Background: an optimization exercise with open tools, aiming at small area, a short achievable clock period and few clock cycles per item. Do not read the settings as production practice. Function was checked by simulation only, so behaviour that the tests miss may differ from the original.

==> job 1926 <==
// pn_eval
module pn_eval #(
  parameter int DATA_W = 3,
  parameter int OUT_W = 64,
  parameter int MAX_LEN = 20
) (
  input  logic              clk,
  input  logic              rst,
  input  logic              in_valid,
  input  logic [DATA_W-1:0] in,
  input  logic              operator,
  input  logic              mode,
  output logic              out_valid,
  output logic [OUT_W-1:0]  out,
  output logic              err
);
  localparam int VD = 9;    
  localparam int PD = 9;    
  localparam int BD = 8;    
  localparam int DW = 30;
  function automatic integer vw(input integer j);
    case (j)
      0: vw = 30;   
      1: vw = 24;
      2: vw = 21;
      3: vw = 18;
      4: vw = 16;
      5: vw = 13;
      6: vw = 10;
      7: vw = 7;
      default: vw = 4;
    endcase
  endfunction
  logic active_q, ended_q, ov_q, err_q, errA_q, errF_q, mode_q;
  logic [4:0] lvl_q, bud_q;
  logic [2:0] wp_q, rp_q;        
  logic [BD-1:0][3:0] buf_q;
  logic first, a_err, fe, a_md, up;
  logic [4:0] a_lvl, a_bud, n_lvl;
  logic [5:0] n_bud;
  assign first = in_valid & ~active_q;
  always_comb begin
    a_md = first ? mode : mode_q;
    a_lvl = first ? (a_md ? 5'd0 : 5'd1) : lvl_q;
    a_bud = first ? (a_md ? 5'd21 : 5'd19) : bud_q;
    a_err = first ? 1'b0 : errA_q;
    up = a_md ^ operator;
    n_lvl = up ? a_lvl + 5'd1 : a_lvl - 5'd1;
    n_bud = up ? {1'b0, a_bud} - 6'd2 : {1'b0, a_bud};
    if (operator && in[1:0] == pn_eval_pkg::OP_RSV) a_err = 1'b1;
  ...
export LEC_CHECK = 0
export CAP_MARGIN = 20
export CORE_MARGIN = 2
export CORE_UTILIZATION = 60
export GPL_ROUTABILITY_DRIVEN = 0
export SETUP_SLACK_MARGIN = 1.0
export SLEW_MARGIN = 20
create_clock -name core_clock -period 16.0 [get_ports {clk}]
standard.sh (not shown) runs the stock make flow with config.mk's settings and CLKGATE_MAP_FILE= SYNTH_SCRIPT=/design/flow/synth_recipe.tcl, a recipe that flattens the netlist after the stock synthesis.
==> flow/flow/run.sh <==
#!/bin/bash
# The standard ORFS layout (standard.sh: the standard synthesis, floorplan, power grid, CTS
# and routing), with two changes in how it is made: the port buffers are buf_2 cells (the default
# choice is a slow delay buffer), and repair_timing keeps a larger setup margin than the 16 ns
# clock needs, so that it sizes and buffers the design for speed. Each step's full log stays in
# orfs/logs; make's output is in standard_flow.log.
set -euo pipefail
bash standard.sh "BUFFER_PORTS_ARGS=-buffer_cell sky130_fd_sc_hd__buf_2" SETUP_SLACK_MARGIN=11.4 finish > standard_flow.log 2>&1
==> job 2990: changes against job 1926 <==
==> flow/run.sh (new file) <==
#!/bin/bash
# synth_recipe.tcl (not shown) runs the flow's synth.tcl, then flattens the netlist and writes it again
# the make line also repeats each setting of config.mk as NAME=value (left out here)
make -C /OpenROAD-flow-scripts/flow DESIGN_CONFIG=/design/flow/config.mk WORK_HOME=/design/flow/orfs CLKGATE_MAP_FILE= SYNTH_SCRIPT=/design/flow/synth_recipe.tcl finish
GPL_ROUTABILITY_DRIVEN = default   (was 0)
SETUP_SLACK_MARGIN = 5   (was 1.0)
removed: flow/flow/run.sh
removed: flow/standard.sh
==> job 4645: changes against job 1926 <==
--- a/flow/design.v
+++ b/flow/design.v
@@ -126,14 +126,13 @@
     x = ({DW{xt_q}} & t) | ({DW{xr_q}} & r_q);
     m = mt_q ? t : r_q;
     z = {{(DW-3){zc_q}}, ct_v_q ^ {3{zc_q}}};
   end
   pn_alu #(.DW(DW)) u_alu (.x(x), .m(m), .bd(bd_q), .zsel(zs_q), .z(z), .zc(zc_q), .res(res));
   pn_booth u_bq (.w(q_d[4:0]), .bd(bq));
-  logic [3:0] tn_d;    
-  pn_booth u_bt (.w({tn_d, 1'b0}), .bd(bt));
+  pn_booth u_bt (.w({v_d[0][3:0], 1'b0}), .bd(bt));
   pn_booth u_br (.w({r_d[3:0], 1'b0}), .bd(br));
   logic a_step, a_tr, a_rv, a_fuse, a_ppush, a_fpush, a_lpush;
   logic [1:0] a_op;
   logic fz, sg, xt_p, mt_p, wt_p;
   logic [5:0] bq, bt, br, bm, bd_p, bpv;
   localparam logic [5:0] BD_ADD = 6'b000001;    
@@ -142,18 +141,12 @@
   assign a_step = mb_q;
   assign a_tr = ~mb_q & (pend_q | (ctv_q & mode_q & ct_op_q));
   assign a_rv = ~mb_q & ~pend_q & ctv_q & ~mode_q & ~ct_op_q & pv_q[0] & pl_q[0];
   assign a_fuse = a_rv & pv_q[1] & pl_q[1] & ~po_q[1][1];
   assign a_ppush = ~mb_q & ~pend_q & ctv_q & mode_q & ~ct_op_q;
   assign a_fpush = ~mb_q & ~pend_q & ctv_q & ~mode_q & ct_op_q;
-  function automatic logic mergeable(input logic [1:0] o0, o1, input logic v0, l0, v1, l1);
-    mergeable = v0 & l0 & v1 & l1 & ((~o0[1] & ~o1[1]) |
-                (o0 == pn_eval_pkg::OP_MUL & o1 == pn_eval_pkg::OP_MUL));
-  endfunction
-  logic a_mrg, n_mrg;
-  assign a_mrg = a_fpush & mergeable(po_q[0], po_q[1], pv_q[0], pl_q[0], pv_q[1], pl_q[1]);
   assign a_lpush = ~mb_q & ~pend_q & ctv_q & ~mode_q & ~ct_op_q & ~(pv_q[0] & pl_q[0]);
   assign a_op = (~pend_q & mode_q) ? ct_v_q[1:0] : po_q[0];
   always_comb begin
     logic fr4, fq, swapq, single, mul;
     logic pop_v, push_v, land, land2, idle_next;
     mul = a_op == pn_eval_pkg::OP_MUL;
@@ -208,20 +201,13 @@
     if (a_ppush | a_lpush) begin
       push_v = rv_q & (mode_q | pv_q[0]);
       r_d = {{(DW-3){1'b0}}, ct_v_q};
       rv_d = 1'b1;
       if (!mode_q) pl_d[0] = 1'b1;
     end
-    if (a_mrg & (~po_q[1][1] | single)) begin
-      r_d = res;
-      pop_v = 1'b1;
-      po_d[0] = ct_v_q[1:0];
-      pl_d[0] = 1'b0;
-      po_d[1] = po_q[1][1] ? pn_eval_pkg::OP_MUL : {1'b0, po_q[0][0] ^ po_q[1][0]};
-      pl_d[1] = 1'b1;
-    end else if (a_fpush) begin
+    if (a_fpush) begin
       for (int i = PD - 1; i > 0; i--) begin
         pl_d[i] = pl_q[i-1];
         po_d[i] = po_q[i-1];
       end
       pl_d[0] = 1'b0;
       po_d[0] = ct_v_q[1:0];
@@ -235,28 +221,20 @@
       for (int i = VD - 1; i > 0; i--) begin
         v_d[i] = v_q[i-1];
       end
       v_d[0] = r_q;
     end
     if (land) begin
-      if ((mb_q | pend_q) & pv_q[1] & ~pl_q[1] & ctv_q & ct_op_q & ~mode_q) begin
-        po_d[0] = ct_v_q[1:0];
-        pl_d[0] = 1'b0;
-        pl_d[1] = 1'b1;
-        pend_d = 1'b0;
-        consume = 1'b1;
-      end else begin
-        for (int i = 0; i < PD - 1; i++) begin
-          pl_d[i] = pl_q[i+1];
-          po_d[i] = po_q[i+1];
-        end
-        po_d[PD-1] = 2'b11;
-        pl_d[PD-1] = 1'b0;
-        pend_d = pv_q[1] & pl_q[1];
-        pl_d[0] = pv_q[1];
+      for (int i = 0; i < PD - 1; i++) begin
+        pl_d[i] = pl_q[i+1];
+        po_d[i] = po_q[i+1];
       end
+      po_d[PD-1] = 2'b11;
+      pl_d[PD-1] = 1'b0;
+      pend_d = pv_q[1] & pl_q[1];
+      pl_d[0] = pv_q[1];
     end
     if (land2) begin
       for (int i = 0; i < PD - 2; i++) begin
         pl_d[i] = pl_q[i+2];
         po_d[i] = po_q[i+2];
       end
@@ -276,20 +254,26 @@
     mode_d = first ? mode : mode_q;
     idle_next = ~(ctv_q & ~consume) & ~(rp_q != wp_q) & ~pend_d & ~mb_d;
     fin_a = active_q & ~ov_q & ~ended_q & ~fe & idle_next;   
     fin_b = active_q & ~ov_q & ended_q & ~errF_q & idle_next;
     fin_err = active_q & ~ov_q & ended_q & errF_q;
     if (fin_err) r_d = '0;
-    t4_d = push_v ? fr4 : pop_v ? v_q[1][DW-1:3] == '0 || v_q[1][DW-1:3] == '1 :
-                                  t[DW-1:3] == '0 || t[DW-1:3] == '1;
-    tn_d = push_v ? r_q[3:0] : pop_v ? v_q[1][3:0] : t[3:0];
-    fz = po_d[1] != 2'b11 & pl_d[1] & ~po_d[1][1];    
+    clr = rst | ov_q;
+    if (clr) begin
+      ctv_d = 1'b0;
+      mb_d = 1'b0;
+      pend_d = 1'b0;
+      po_d = '1;
+      pl_d = '0;
+      rv_d = 1'b0;
+    end
+    t4_d = v_d[0][DW-1:3] == '0 || v_d[0][DW-1:3] == '1;
+    fz = pv_d[1] & pl_d[1] & ~po_d[1][1];    
     sg = fz & po_d[1][0];                     
     bm = t4_d ? bt : br;
-    n_mrg = ct_op_d & mergeable(po_d[0], po_d[1], po_d[0] != 2'b11, pl_d[0], po_d[1] != 2'b11, pl_d[1]);
-    case (pend_d ? po_d[0] : mode_q ? ct_v_d[1:0] : po_d[1])
+    case (pend_d ? po_d[0] : ct_v_d[1:0])
       pn_eval_pkg::OP_MUL: {xt_p, mt_p, wt_p, bd_p} = {1'b0, ~t4_d, t4_d, bm};
       pn_eval_pkg::OP_SUB: {xt_p, mt_p, wt_p, bd_p} = {3'b100, BD_SUB};
       default: {xt_p, mt_p, wt_p, bd_p} = {3'b100, BD_ADD};
     endcase
     case ({sg, ct_v_d})
       4'b0000: bpv = 6'b000000;
@@ -310,27 +294,18 @@
       default: bpv = 6'b110001;
     endcase
     xr_d = mb_d;
     zs_d = 1'b0;
     zc_d = sg ^ po_d[0][0];
     if (mb_d) {xt_d, mt_d, wt_d, bd_d} = {3'b010, bq};
-    else if (pend_d | mode_q | n_mrg) {xt_d, mt_d, wt_d, bd_d} = {xt_p, mt_p, wt_p, bd_p};
+    else if (pend_d | mode_q) {xt_d, mt_d, wt_d, bd_d} = {xt_p, mt_p, wt_p, bd_p};
     else begin
       zs_d = po_d[0] != pn_eval_pkg::OP_MUL;
       {xt_d, mt_d, wt_d} = {fz, 2'b00};
       bd_d = po_d[0] == pn_eval_pkg::OP_MUL ? bpv : sg ? BD_SUB : BD_ADD;
     end
-    clr = rst | ov_q;
-    if (clr) begin
-      ctv_d = 1'b0;
-      mb_d = 1'b0;
-      pend_d = 1'b0;
-      po_d = '1;
-      pl_d = '0;
-      rv_d = 1'b0;
-    end
   end
   for (genvar j = 0; j < VD; j++) begin : g_v
     localparam int WJ = vw(j);
     logic [WJ-1:0] st_q;
     always_ff @(posedge clk) st_q <= v_d[j][WJ-1:0];
     assign v_q[j] = {{(DW-WJ){st_q[WJ-1]}}, st_q};
PLACE_DENSITY_LB_ADDON = 0.2   (was default)
==> summary.txt <==
Setup path
  – Worst R2R Path Depth: 19
  – Critical Path Stages: 1

Global routing
  – Total GRT Usage: 28.92%
  – GRT busiest layer: met1

Layout
  – Multi-input combinational cell count: 1586

Status
  – Outcome: no timing/DRC/antenna violations
Source of the figures above: job 1926

==> summary.txt <==
Status
  – Outcome: no timing/DRC/antenna violations

Setup path
  – Worst R2R Path Depth: 15

Timing
  – Max Clock Freq: 0.2176 GHz

Min path
  – Hold Path Depth: 0

Layout
  – Multi-input combinational cell count: 1514

Global routing
  – Total GRT Usage: 29.20%
Source of the figures above: job 4645

==> summary.txt <==
Setup path
  – Critical Path Stages: 11
  – Worst R2R Path Depth: 16

Status
  – Outcome: no timing/DRC/antenna violations

Global routing
  – Total GRT Usage: 29.52%
  – GRT busiest layer: met1

Layout
  – Multi-input combinational cell count: 1586

Synthesis
  – Post-synthesis sequential area ratio: 38.86%
Source of the figures above: job 2990

Testbench counts of job 1926, summed over its fixed seeds: cycles 4,712, items 384.
Testbench counts of job 2990, summed over its fixed seeds: cycles 4,712, items 384.
Testbench counts of job 4645, summed over its fixed seeds: cycles 4,812, items 384.

-- what the ideal ports hide --
The results above use ideal ports. As a check the final layouts listed here were re-extracted and re-timed, cells and wires unchanged. Step 1, drivers: a clkbuf_16 drives clk and a buf_2 each remaining input, both assumed. Step 2 adds t to the input delays and takes it off the output delays; t is the mean of the earliest and latest rising clock arrival at the registers after step 1. Input paths then give back, and output paths get back, about the clock's delay inside the block. Slacks: ideal ports / drivers / drivers and shift; pairs: ideal ports / drivers.
run	shift t [ns]	setup WS [ns]	hold WS [ns]	worst setup path at the end	cell pins on the clock port's net
job 1926	0.643	11.407 / 11.352 / 10.859	0.457 / 0.457 / 0.457	input to register	1
job 2990	0.573	9.385 / 9.412 / 8.838	0.460 / 0.460 / 0.460	input to register	1
job 4645	0.627	11.404 / 11.350 / 10.853	0.454 / 0.454 / 0.454	input to register	1
After both steps setup and hold are still met in every run listed. For job 4645, which loses most, drivers alone change the setup slack by -0.054 ns; drivers and shift together by -0.551 ns.
